This design comes from an exercise in tuning for small area, a short achievable clock period and few clock cycles per item on the open sky130 flow, not from production work.
At most, simulation tests tie the RTL to the original design; equivalence was not proved.
Power figures rest on the tool's default switching activity, not on a simulated workload.

==> v2: inputs <==
Design mipsExecUnit, start of the top module:
module mipsExecUnit (
    input  logic                                clk,
    input  logic                                rstN,
    input  logic                                inValid,
    output logic                                inReady,
    input  logic [mipsPkg::dataWidth-1:0]       instr,
    input  logic [mipsPkg::dataWidth-1:0]       rsValue,
    input  logic [mipsPkg::dataWidth-1:0]       rtValue,
    output logic                                outValid,
    input  logic                                outReady,
    output logic [mipsPkg::dataWidth-1:0]       outData,
    output logic [mipsPkg::regAddrWidth-1:0]    outDest,
    output logic                                outWriteEn,
    output logic                                outBranchTaken,
    output logic                                outIllegal
);
clock: 5.0 ns
lec_check: 0
cap_margin: 20
core_margin: 2
core_utilization: 40
gpl_timing_driven: 1
setup_slack_margin: 1.5
slew_margin: 20
standard.sh (not shown) runs the stock make flow with config.mk's settings and CLKGATE_MAP_FILE= SYNTH_SCRIPT=/design/flow/synth_recipe.tcl, a recipe that flattens the netlist after the stock synthesis.
==> flow/flow/run.sh <==
#!/bin/bash
# Layout flow: the standard ORFS flow with two changes.
#  - Synthesis is the standard one except for the ABC script that maps the
#    combinational logic (flow/abc.script, delay-targeted &nf mapping).
#    Registers are mapped before ABC runs, so they are the standard ones.
#  - Port buffers are buf_2 cells instead of the delay cell buffer_ports picks.
set -euo pipefail
here=$(pwd)
flowdir=$(cd "$(dirname "${BASH_SOURCE[0]}")" && pwd)

# synth.tcl with the ABC script swapped
sed "s#  log_cmd abc {\*}\$abc_args#  set abc_args [lreplace \$abc_args 0 1 -script $flowdir/abc.script]\n  log_cmd abc {*}\$abc_args#" \
    "$FLOW_HOME/scripts/synth.tcl" > "$here/synth_custom_abc.tcl"
grep -q "abc.script" "$here/synth_custom_abc.tcl"
sed "s#source \$::env(SCRIPTS_DIR)/synth.tcl#source $here/synth_custom_abc.tcl#" \
    "$here/synth_recipe.tcl" > "$here/synth_recipe_custom.tcl"
grep -q "synth_custom_abc.tcl" "$here/synth_recipe_custom.tcl"
sed "s#SYNTH_SCRIPT=[^ ]*synth_recipe.tcl#SYNTH_SCRIPT=$here/synth_recipe_custom.tcl#" \
    "$here/standard.sh" > "$here/standard_custom.sh"
grep -q "synth_recipe_custom.tcl" "$here/standard_custom.sh"

bash "$here/standard_custom.sh" \
    BUFFER_PORTS_ARGS="-buffer_cell sky130_fd_sc_hd__buf_2" finish > "$here/flow_make.log" 2>&1
==> flow/flow/abc.script <==

&get -n
&st
&dch
&nf -D 2000
&put
topo
buffer -p
upsize -D 2000
dnsize -D 2000
==> v1 (differences from v2) <==
--- a/flow/design.v
+++ b/flow/design.v
@@ -60,13 +60,14 @@
     output logic                             downValid,
     input  logic                             downReady,
     output logic [mipsPkg::aluOpWidth-1:0]   downAluOp,
     output logic                             downCarryIn,
     output logic                             downShiftLeft,
-    output logic [31:0]                      downOperandA,
-    output logic [31:0]                      downOperandB,
-    output logic [4:0]                       downShiftAmt,
+    output logic [31:0]                      downPropagate,
+    output logic [31:0]                      downGenerate,
+    output logic [4:0]                       downShiftAmtLo,
+    output logic [4:0]                       downShiftAmtHi,
     output logic [4:0]                       downDest,
     output logic                             downBranchTaken,
     output logic                             downIllegal
 );
     logic [5:0]  op;
@@ -79,11 +80,15 @@
     logic        illegal;
     logic        isLui;
     logic        useImm;
     logic        sub;
     logic [31:0] imm;
+    logic [31:0] operandA;
     logic [31:0] operandB;
+    logic        shiftLeft;
+    logic [31:0] rtOrdered;
+    logic        passB;
     logic [4:0]  shiftAmt;
     logic [4:0]  dest;
     logic        rsZero;
     logic        rsNeg;
     logic        eq;
@@ -118,11 +123,11 @@
                 mipsPkg::opSlti:  aluOp = mipsPkg::aluSlt;
                 mipsPkg::opSltiu: aluOp = mipsPkg::aluSltu;
                 mipsPkg::opAndi:  aluOp = mipsPkg::aluAnd;
                 mipsPkg::opOri:   aluOp = mipsPkg::aluOr;
                 mipsPkg::opXori:  aluOp = mipsPkg::aluXor;
-                mipsPkg::opLui:   aluOp = mipsPkg::aluSll;
+                mipsPkg::opLui:   aluOp = mipsPkg::aluSrl;
                 mipsPkg::opBeq, mipsPkg::opBne,
                 mipsPkg::opBlez, mipsPkg::opBgtz: branch = 1'b1;
                 mipsPkg::opRegimm: begin
                     if (rtF[4:1] == 4'd0) begin
                         branch = 1'b1;
@@ -135,14 +140,23 @@
         end
     end
     assign dest = (illegal || branch) ? 5'd0 : (isR ? instr[15:11] : rtF);
     assign isLui  = (op == mipsPkg::opLui);
     assign useImm = op[3];
-    assign sub    = !op[2] && (op[3] ? op[1] : (fn[5] && fn[1] && !fn[2]));
-    assign imm    = {{16{instr[15] && !op[2]}}, instr[15:0]};
-    assign operandB = (useImm ? imm : rtValue) ^ {32{sub}};
-    assign shiftAmt = isLui ? 5'd16 : (fn[2] ? rsValue[4:0] : instr[10:6]);
+    assign sub    = op[3] ? (op[1] && !op[2]) : (fn[5] && fn[1] && !fn[2]);
+    assign imm    = isLui ? {instr[15:0], 16'd0}
+                          : {{16{instr[15] && !op[2]}}, instr[15:0]};
+    assign shiftLeft = (aluOp == mipsPkg::aluSll);
+    always_comb begin
+        for (int i = 0; i < 32; i++) begin
+            rtOrdered[i] = (!fn[5] && !fn[1]) ? rtValue[31-i] : rtValue[i];
+        end
+    end
+    assign operandB = (useImm ? imm : rtOrdered) ^ {32{sub}};
+    assign passB    = op[3] ? (op[2:0] == 3'b111) : !fn[5];
+    assign operandA = rsValue & {32{!passB}};
+    assign shiftAmt = isLui ? 5'd0 : (fn[2] ? rsValue[4:0] : instr[10:6]);
     assign rsZero = (rsValue == 32'd0);
     assign rsNeg  = rsValue[31];
     assign eq     = (rsValue == rtValue);
     always_comb begin
         taken = 1'b0;
@@ -168,14 +182,15 @@
     end
     always_ff @(posedge clk) begin
         if (inValid && inReady) begin
             downAluOp       <= aluOp;
             downCarryIn     <= sub;
-            downShiftLeft   <= (aluOp == mipsPkg::aluSll);
-            downOperandA    <= rsValue;
-            downOperandB    <= operandB;
-            downShiftAmt    <= shiftAmt;
+            downShiftLeft   <= shiftLeft;
+            downPropagate   <= operandA ^ operandB;
+            downGenerate    <= operandA & operandB;
+            downShiftAmtLo  <= shiftAmt;
+            downShiftAmtHi  <= shiftAmt & {5{passB}};
             downDest        <= dest;
             downBranchTaken <= taken;
             downIllegal     <= illegal;
         end
     end
@@ -183,20 +198,19 @@
 `timescale 1ns/1ps
 module aluExecute (
     input  logic [mipsPkg::aluOpWidth-1:0] aluOp,
     input  logic                           carryIn,
     input  logic                           shiftLeft,
-    input  logic [31:0]                    operandA,
-    input  logic [31:0]                    operandB,
-    input  logic [4:0]                     shiftAmt,
+    input  logic [31:0]                    propagate,
+    input  logic [31:0]                    generate_,
+    input  logic [4:0]                     shiftAmtLo,      
+    input  logic [4:0]                     shiftAmtHi,      
     output logic [31:0]                    data
 );
     logic        selSum, selSlt, selSltu, selAnd, selOr, selXor, selNor;
     logic        selSll, selSrl, selSra;
     logic        cin;
-    logic [31:0] a;
-    logic [31:0] b;
     logic [31:0] p;
     logic [31:0] g;
     logic [31:0] pp;
     logic [31:0] gg;
     logic [31:0] carry;
@@ -216,14 +230,12 @@
     assign selNor  = (aluOp == mipsPkg::aluNor);
     assign selSll  = shiftLeft;
     assign selSrl  = (aluOp == mipsPkg::aluSrl);
     assign selSra  = (aluOp == mipsPkg::aluSra);
     assign cin     = carryIn;
-    assign a = operandA;
-    assign b = operandB;
-    assign p = a ^ b;
-    assign g = a & b;
+    assign p = propagate;
+    assign g = generate_;
     always_comb begin
         gg = g;
         pp = p;
         for (int l = 0; l < 5; l++) begin
             for (int j = 0; j < 32; j++) begin
@@ -235,18 +247,25 @@
         end
     end
     assign carry = {gg[30:0] | (pp[30:0] & {31{cin}}), cin};
     assign sum   = p ^ carry;
     assign cout  = gg[31] | (pp[31] & cin);
-    assign lessThan = selSltu ? !cout : (p[31] ? sum[31] : a[31]);
+    assign lessThan = selSltu ? !cout : (p[31] ? sum[31] : g[31]);
+    assign shIn  = p;
+    assign fill  = selSra & p[31];
     always_comb begin
-        for (int i = 0; i < 32; i++) begin
-            shIn[i] = selSll ? b[31-i] : b[i];
+        logic [31:0] x;
+        x = shIn;
+        for (int l = 0; l < 5; l++) begin
+            for (int i = 0; i < 32; i++) begin
+                if ((i < 16) ? shiftAmtLo[l] : shiftAmtHi[l]) begin
+                    x[i] = (i + (1 << l) < 32) ? x[i + (1 << l)] : fill;
+                end
+            end
         end
+        shOut = x;
     end
-    assign fill  = selSra & b[31];
-    assign shOut = $signed({fill, shIn}) >>> shiftAmt;
     assign orv = p | g;
     always_comb begin
         for (int i = 0; i < 32; i++) begin
             data[i] = (selSum & sum[i])
                     | (selAnd & g[i])
@@ -317,13 +336,14 @@
     logic                               decValid;
     logic                               decReady;
     logic [mipsPkg::aluOpWidth-1:0]     decAluOp;
     logic                               decCarryIn;
     logic                               decShiftLeft;
-    logic [31:0]                        decOperandA;
-    logic [31:0]                        decOperandB;
-    logic [4:0]                         decShiftAmt;
+    logic [31:0]                        decPropagate;
+    logic [31:0]                        decGenerate;
+    logic [4:0]                         decShiftAmtLo;
+    logic [4:0]                         decShiftAmtHi;
     logic [4:0]                         decDest;
     logic                               decBranchTaken;
     logic                               decIllegal;
     logic [31:0]                        exeData;
     instrDecode uDecode (
@@ -337,24 +357,26 @@
         .downValid       (decValid),
         .downReady       (decReady),
         .downAluOp       (decAluOp),
         .downCarryIn     (decCarryIn),
         .downShiftLeft   (decShiftLeft),
-        .downOperandA    (decOperandA),
-        .downOperandB    (decOperandB),
-        .downShiftAmt    (decShiftAmt),
+        .downPropagate   (decPropagate),
+        .downGenerate    (decGenerate),
+        .downShiftAmtLo  (decShiftAmtLo),
+        .downShiftAmtHi  (decShiftAmtHi),
         .downDest        (decDest),
         .downBranchTaken (decBranchTaken),
         .downIllegal     (decIllegal)
     );
     aluExecute uExecute (
         .aluOp    (decAluOp),
         .carryIn  (decCarryIn),
         .shiftLeft(decShiftLeft),
-        .operandA (decOperandA),
-        .operandB (decOperandB),
-        .shiftAmt (decShiftAmt),
+        .propagate(decPropagate),
+        .generate_(decGenerate),
+        .shiftAmtLo(decShiftAmtLo),
+        .shiftAmtHi(decShiftAmtHi),
         .data     (exeData)
     );
     resultStage uResult (
         .clk            (clk),
         .rstN           (rstN),
- CTS_BUF_LIST: unset -> sky130_fd_sc_hd__clkbuf_16
- CTS_CLUSTER_DIAMETER: unset -> 300
- CTS_CLUSTER_SIZE: unset -> 60
- SETUP_SLACK_MARGIN: 1.5 -> 2.0
==> v11 (differences from v2) <==
--- a/flow/design.v
+++ b/flow/design.v
@@ -58,14 +58,12 @@
     input  logic [31:0]                      rsValue,
     input  logic [31:0]                      rtValue,
     output logic                             downValid,
     input  logic                             downReady,
     output logic [mipsPkg::aluOpWidth-1:0]   downAluOp,
-    output logic                             downCarryIn,
-    output logic                             downShiftLeft,
-    output logic [31:0]                      downOperandA,
-    output logic [31:0]                      downOperandB,
+    output logic [31:0]                      downPropagate,
+    output logic [31:0]                      downGenerate,
     output logic [4:0]                       downShiftAmt,
     output logic [4:0]                       downDest,
     output logic                             downBranchTaken,
     output logic                             downIllegal
 );
@@ -79,11 +77,14 @@
     logic        illegal;
     logic        isLui;
     logic        useImm;
     logic        sub;
     logic [31:0] imm;
+    logic [31:0] operandA;
     logic [31:0] operandB;
+    logic [31:0] rtOrdered;
+    logic        passB;
     logic [4:0]  shiftAmt;
     logic [4:0]  dest;
     logic        rsZero;
     logic        rsNeg;
     logic        eq;
@@ -118,11 +119,11 @@
                 mipsPkg::opSlti:  aluOp = mipsPkg::aluSlt;
                 mipsPkg::opSltiu: aluOp = mipsPkg::aluSltu;
                 mipsPkg::opAndi:  aluOp = mipsPkg::aluAnd;
                 mipsPkg::opOri:   aluOp = mipsPkg::aluOr;
                 mipsPkg::opXori:  aluOp = mipsPkg::aluXor;
-                mipsPkg::opLui:   aluOp = mipsPkg::aluSll;
+                mipsPkg::opLui:   aluOp = mipsPkg::aluSrl;
                 mipsPkg::opBeq, mipsPkg::opBne,
                 mipsPkg::opBlez, mipsPkg::opBgtz: branch = 1'b1;
                 mipsPkg::opRegimm: begin
                     if (rtF[4:1] == 4'd0) begin
                         branch = 1'b1;
@@ -135,14 +136,22 @@
         end
     end
     assign dest = (illegal || branch) ? 5'd0 : (isR ? instr[15:11] : rtF);
     assign isLui  = (op == mipsPkg::opLui);
     assign useImm = op[3];
-    assign sub    = !op[2] && (op[3] ? op[1] : (fn[5] && fn[1] && !fn[2]));
-    assign imm    = {{16{instr[15] && !op[2]}}, instr[15:0]};
-    assign operandB = (useImm ? imm : rtValue) ^ {32{sub}};
-    assign shiftAmt = isLui ? 5'd16 : (fn[2] ? rsValue[4:0] : instr[10:6]);
+    assign sub    = op[3] ? (op[1] && !op[2]) : (fn[5] && fn[1] && !fn[2]);
+    assign imm    = isLui ? {instr[15:0], 16'd0}
+                          : {{16{instr[15] && !op[2]}}, instr[15:0]};
+    always_comb begin
+        for (int i = 0; i < 32; i++) begin
+            rtOrdered[i] = (!fn[5] && !fn[1]) ? rtValue[31-i] : rtValue[i];
+        end
+    end
+    assign operandB = (useImm ? imm : rtOrdered) ^ {32{sub}};
+    assign passB    = op[3] ? (op[2:0] == 3'b111) : !fn[5];
+    assign operandA = rsValue & {32{!passB}};
+    assign shiftAmt = isLui ? 5'd0 : (fn[2] ? rsValue[4:0] : instr[10:6]);
     assign rsZero = (rsValue == 32'd0);
     assign rsNeg  = rsValue[31];
     assign eq     = (rsValue == rtValue);
     always_comb begin
         taken = 1'b0;
@@ -167,63 +176,56 @@
         end
     end
     always_ff @(posedge clk) begin
         if (inValid && inReady) begin
             downAluOp       <= aluOp;
-            downCarryIn     <= sub;
-            downShiftLeft   <= (aluOp == mipsPkg::aluSll);
-            downOperandA    <= rsValue;
-            downOperandB    <= operandB;
+            downPropagate   <= operandA ^ operandB;
+            downGenerate    <= operandA & operandB;
             downShiftAmt    <= shiftAmt;
             downDest        <= dest;
             downBranchTaken <= taken;
             downIllegal     <= illegal;
         end
     end
 endmodule
 `timescale 1ns/1ps
 module aluExecute (
     input  logic [mipsPkg::aluOpWidth-1:0] aluOp,
-    input  logic                           carryIn,
-    input  logic                           shiftLeft,
-    input  logic [31:0]                    operandA,
-    input  logic [31:0]                    operandB,
+    input  logic [31:0]                    propagate,
+    input  logic [31:0]                    generate_,
     input  logic [4:0]                     shiftAmt,
     output logic [31:0]                    data
 );
     logic        selSum, selSlt, selSltu, selAnd, selOr, selXor, selNor;
     logic        selSll, selSrl, selSra;
     logic        cin;
-    logic [31:0] a;
-    logic [31:0] b;
     logic [31:0] p;
     logic [31:0] g;
     logic [31:0] pp;
     logic [31:0] gg;
     logic [31:0] carry;
     logic [31:0] sum;
     logic        cout;
     logic        lessThan;
     logic [31:0] orv;
+    logic [31:0] early;
     logic [31:0] shIn;
     logic [31:0] shOut;
     logic        fill;
     assign selSum  = (aluOp == mipsPkg::aluAdd) || (aluOp == mipsPkg::aluSub);
     assign selSlt  = (aluOp == mipsPkg::aluSlt);
     assign selSltu = (aluOp == mipsPkg::aluSltu);
     assign selAnd  = (aluOp == mipsPkg::aluAnd);
     assign selOr   = (aluOp == mipsPkg::aluOr);
     assign selXor  = (aluOp == mipsPkg::aluXor);
     assign selNor  = (aluOp == mipsPkg::aluNor);
-    assign selSll  = shiftLeft;
+    assign selSll  = (aluOp == mipsPkg::aluSll);
     assign selSrl  = (aluOp == mipsPkg::aluSrl);
     assign selSra  = (aluOp == mipsPkg::aluSra);
-    assign cin     = carryIn;
-    assign a = operandA;
-    assign b = operandB;
-    assign p = a ^ b;
-    assign g = a & b;
+    assign cin     = (aluOp == mipsPkg::aluSub) || selSlt || selSltu;
+    assign p = propagate;
+    assign g = generate_;
     always_comb begin
         gg = g;
         pp = p;
         for (int l = 0; l < 5; l++) begin
             for (int j = 0; j < 32; j++) begin
@@ -235,29 +237,37 @@
         end
     end
     assign carry = {gg[30:0] | (pp[30:0] & {31{cin}}), cin};
     assign sum   = p ^ carry;
     assign cout  = gg[31] | (pp[31] & cin);
-    assign lessThan = selSltu ? !cout : (p[31] ? sum[31] : a[31]);
+    assign lessThan = selSltu ? !cout : (p[31] ? sum[31] : g[31]);
+    assign shIn  = p;
+    assign fill  = selSra & p[31];
     always_comb begin
-        for (int i = 0; i < 32; i++) begin
-            shIn[i] = selSll ? b[31-i] : b[i];
+        logic [31:0] x;
+        x = shIn;
+        for (int l = 0; l < 5; l++) begin
+            for (int i = 0; i < 32; i++) begin
+                if (shiftAmt[l]) begin
+                    x[i] = (i + (1 << l) < 32) ? x[i + (1 << l)] : fill;
+                end
+            end
         end
+        shOut = x;
     end
-    assign fill  = selSra & b[31];
-    assign shOut = $signed({fill, shIn}) >>> shiftAmt;
     assign orv = p | g;
     always_comb begin
         for (int i = 0; i < 32; i++) begin
-            data[i] = (selSum & sum[i])
-                    | (selAnd & g[i])
-                    | (selOr  & orv[i])
-                    | (selXor & p[i])
-                    | (selNor & !orv[i])
-                    | ((selSrl | selSra) & shOut[i])
-                    | (selSll & shOut[31-i]);
+            early[i] = (selSum & p[i])
+                     | (selAnd & g[i])
+                     | (selOr  & orv[i])
+                     | (selXor & p[i])
+                     | (selNor & !orv[i])
+                     | ((selSrl | selSra) & shOut[i])
+                     | (selSll & shOut[31-i]);
         end
+        data    = early ^ (carry & {32{selSum}});
         data[0] = data[0] | ((selSlt | selSltu) & lessThan);
     end
 endmodule
 `timescale 1ns/1ps
 module resultStage (
@@ -315,14 +325,12 @@
     output logic                                outIllegal
 );
     logic                               decValid;
     logic                               decReady;
     logic [mipsPkg::aluOpWidth-1:0]     decAluOp;
-    logic                               decCarryIn;
-    logic                               decShiftLeft;
-    logic [31:0]                        decOperandA;
-    logic [31:0]                        decOperandB;
+    logic [31:0]                        decPropagate;
+    logic [31:0]                        decGenerate;
     logic [4:0]                         decShiftAmt;
     logic [4:0]                         decDest;
     logic                               decBranchTaken;
     logic                               decIllegal;
     logic [31:0]                        exeData;
@@ -335,25 +343,21 @@
         .rsValue         (rsValue),
         .rtValue         (rtValue),
         .downValid       (decValid),
         .downReady       (decReady),
         .downAluOp       (decAluOp),
-        .downCarryIn     (decCarryIn),
-        .downShiftLeft   (decShiftLeft),
-        .downOperandA    (decOperandA),
-        .downOperandB    (decOperandB),
+        .downPropagate   (decPropagate),
+        .downGenerate    (decGenerate),
         .downShiftAmt    (decShiftAmt),
         .downDest        (decDest),
         .downBranchTaken (decBranchTaken),
         .downIllegal     (decIllegal)
     );
     aluExecute uExecute (
         .aluOp    (decAluOp),
-        .carryIn  (decCarryIn),
-        .shiftLeft(decShiftLeft),
-        .operandA (decOperandA),
-        .operandB (decOperandB),
+        .propagate(decPropagate),
+        .generate_(decGenerate),
         .shiftAmt (decShiftAmt),
         .data     (exeData)
     );
     resultStage uResult (
         .clk            (clk),
--- a/flow/flow/run.sh
+++ b/flow/flow/run.sh
@@ -2,10 +2,11 @@
 # Layout flow: the standard ORFS flow with two changes.
 #  - Synthesis is the standard one except for the ABC script that maps the
 #    combinational logic (flow/abc.script, delay-targeted &nf mapping).
 #    Registers are mapped before ABC runs, so they are the standard ones.
 #  - Port buffers are buf_2 cells instead of the delay cell buffer_ports picks.
+#  - Clock tree synthesis adds no dummy loads to the clock tree.
 set -euo pipefail
 here=$(pwd)
 flowdir=$(cd "$(dirname "${BASH_SOURCE[0]}")" && pwd)
 
 # synth.tcl with the ABC script swapped
@@ -18,6 +19,8 @@
 sed "s#SYNTH_SCRIPT=[^ ]*synth_recipe.tcl#SYNTH_SCRIPT=$here/synth_recipe_custom.tcl#" \
     "$here/standard.sh" > "$here/standard_custom.sh"
 grep -q "synth_recipe_custom.tcl" "$here/standard_custom.sh"
 
 bash "$here/standard_custom.sh" \
-    BUFFER_PORTS_ARGS="-buffer_cell sky130_fd_sc_hd__buf_2" finish > "$here/flow_make.log" 2>&1
+    BUFFER_PORTS_ARGS="-buffer_cell sky130_fd_sc_hd__buf_2" \
+    CTS_ARGS="-sink_clustering_enable -repair_clock_nets -buf_list sky130_fd_sc_hd__clkbuf_8 -dont_use_dummy_load" \
+    finish > "$here/flow_make.log" 2>&1
- CTS_BUF_LIST: unset -> sky130_fd_sc_hd__clkbuf_8
- CTS_CLUSTER_DIAMETER: unset -> 100
- CTS_CLUSTER_SIZE: unset -> 30
- SETUP_SLACK_MARGIN: 1.5 -> 2.0
==> comparison <==
The lowest sequential share of layout area belongs to v2, the highest to v11.
Of v11 and v2, v2 has the higher synthesized area (gap about 5%, measured against v2).
Clock power: v11 < v2 < v1.
The lowest hold slack belongs to v11, the highest to v1.
The lowest via count belongs to v2, the highest to v1.
Against v2, the first-iteration DRC count of v1 is higher by 6.8%.
Utilization: v11 < v2 < v1.
Clock skew, lowest first: v1, v2, v11.
==> figures <==
metric                                                                          v1                         v2                        v11
Status                                                     complete, no violations    complete, no violations    complete, no violations
Wire length per cell after detailed routing                               22.83 um                   22.15 um                   22.49 um
Inverters                                                                       23                         82                         33
Wire length of the first global-routing pass                              56120 um                   52590 um                   51980 um
Portion of netlist area occupied by mux cells                              0.08873                     0.1257                    0.09444
Number of multi-input combinational cells in the layout                        928                        842                        880
Reported net switching power                                              1.361 mW                   1.245 mW                   1.106 mW
Portion of the layout cell area used by non-clock buffers                  0.08603                    0.06952                    0.08213
Filler Cells Inserted                                                         2534                       2530                       2423
Non-filler cells in the finished layout                                       1625                       1570                       1541
Nets in the synthesized netlist                                               1306                       1277                       1249
Total GRT Usage                                                             0.2647                     0.2481                     0.2617
Clk sink count                                                                 128                        123                        121
Sequential element share of the synthesized area                            0.3654                     0.3495                     0.3618
Source of the critical timing path                                       instr[31]    uDecode.downOperandB[7]       uDecode.downAluOp[1]
Max incr delay on CP                                                       0.55 ns                    0.51 ns                    0.55 ns
Crit path max-delay cell type                               sky130_fd_sc_hd__or3_4  sky130_fd_sc_hd__edfxtp_1  sky130_fd_sc_hd__edfxtp_1
Testbench counts of v1, summed over its fixed seeds: cycles 24,016, items 24,000.
Testbench counts of v11, summed over its fixed seeds: cycles 24,016, items 24,000.
Only the layout flow was run in v2; the RTL was not checked for function there.

[separate check: timing with driven ports]
No port has a modelled driver above. Below, the same layouts with a new extraction and two added sets of constraints. Step 1 sets driving cells, clkbuf_16 on the clock port and buf_2 on the other inputs (assumed; they add their load-dependent delay and slew). Step 2 moves the port delays by t, midway between the first and last clock arrival at a register: inputs arrive t later, outputs are due t later. That takes back most of the time a late clock gives input paths. Three values: no drivers, after step 1, after step 2; two values: the first two.
| run | t, ns | setup WS [ns] | hold WS [ns] | worst setup path at the end | worst data-port slew with drivers (ns) |
|---|---|---|---|---|---|
| v2 | 0.477 | 1.639 / 1.639 / 1.623 | 0.339 / 0.315 / 0.420 | input to register | 0.04 |
| v1 | 0.467 | 2.101 / 2.104 / 1.658 | 0.343 / 0.320 / 0.420 | input to register | 0.04 |
| v11 | 0.481 | 2.097 / 2.097 / 1.682 | 0.302 / 0.287 / 0.427 | input to register | 0.05 |
After both steps every run listed still meets setup and hold. The setup slack of v1, which loses most, moves by +0.003 ns with the drivers and by -0.443 ns with both steps.
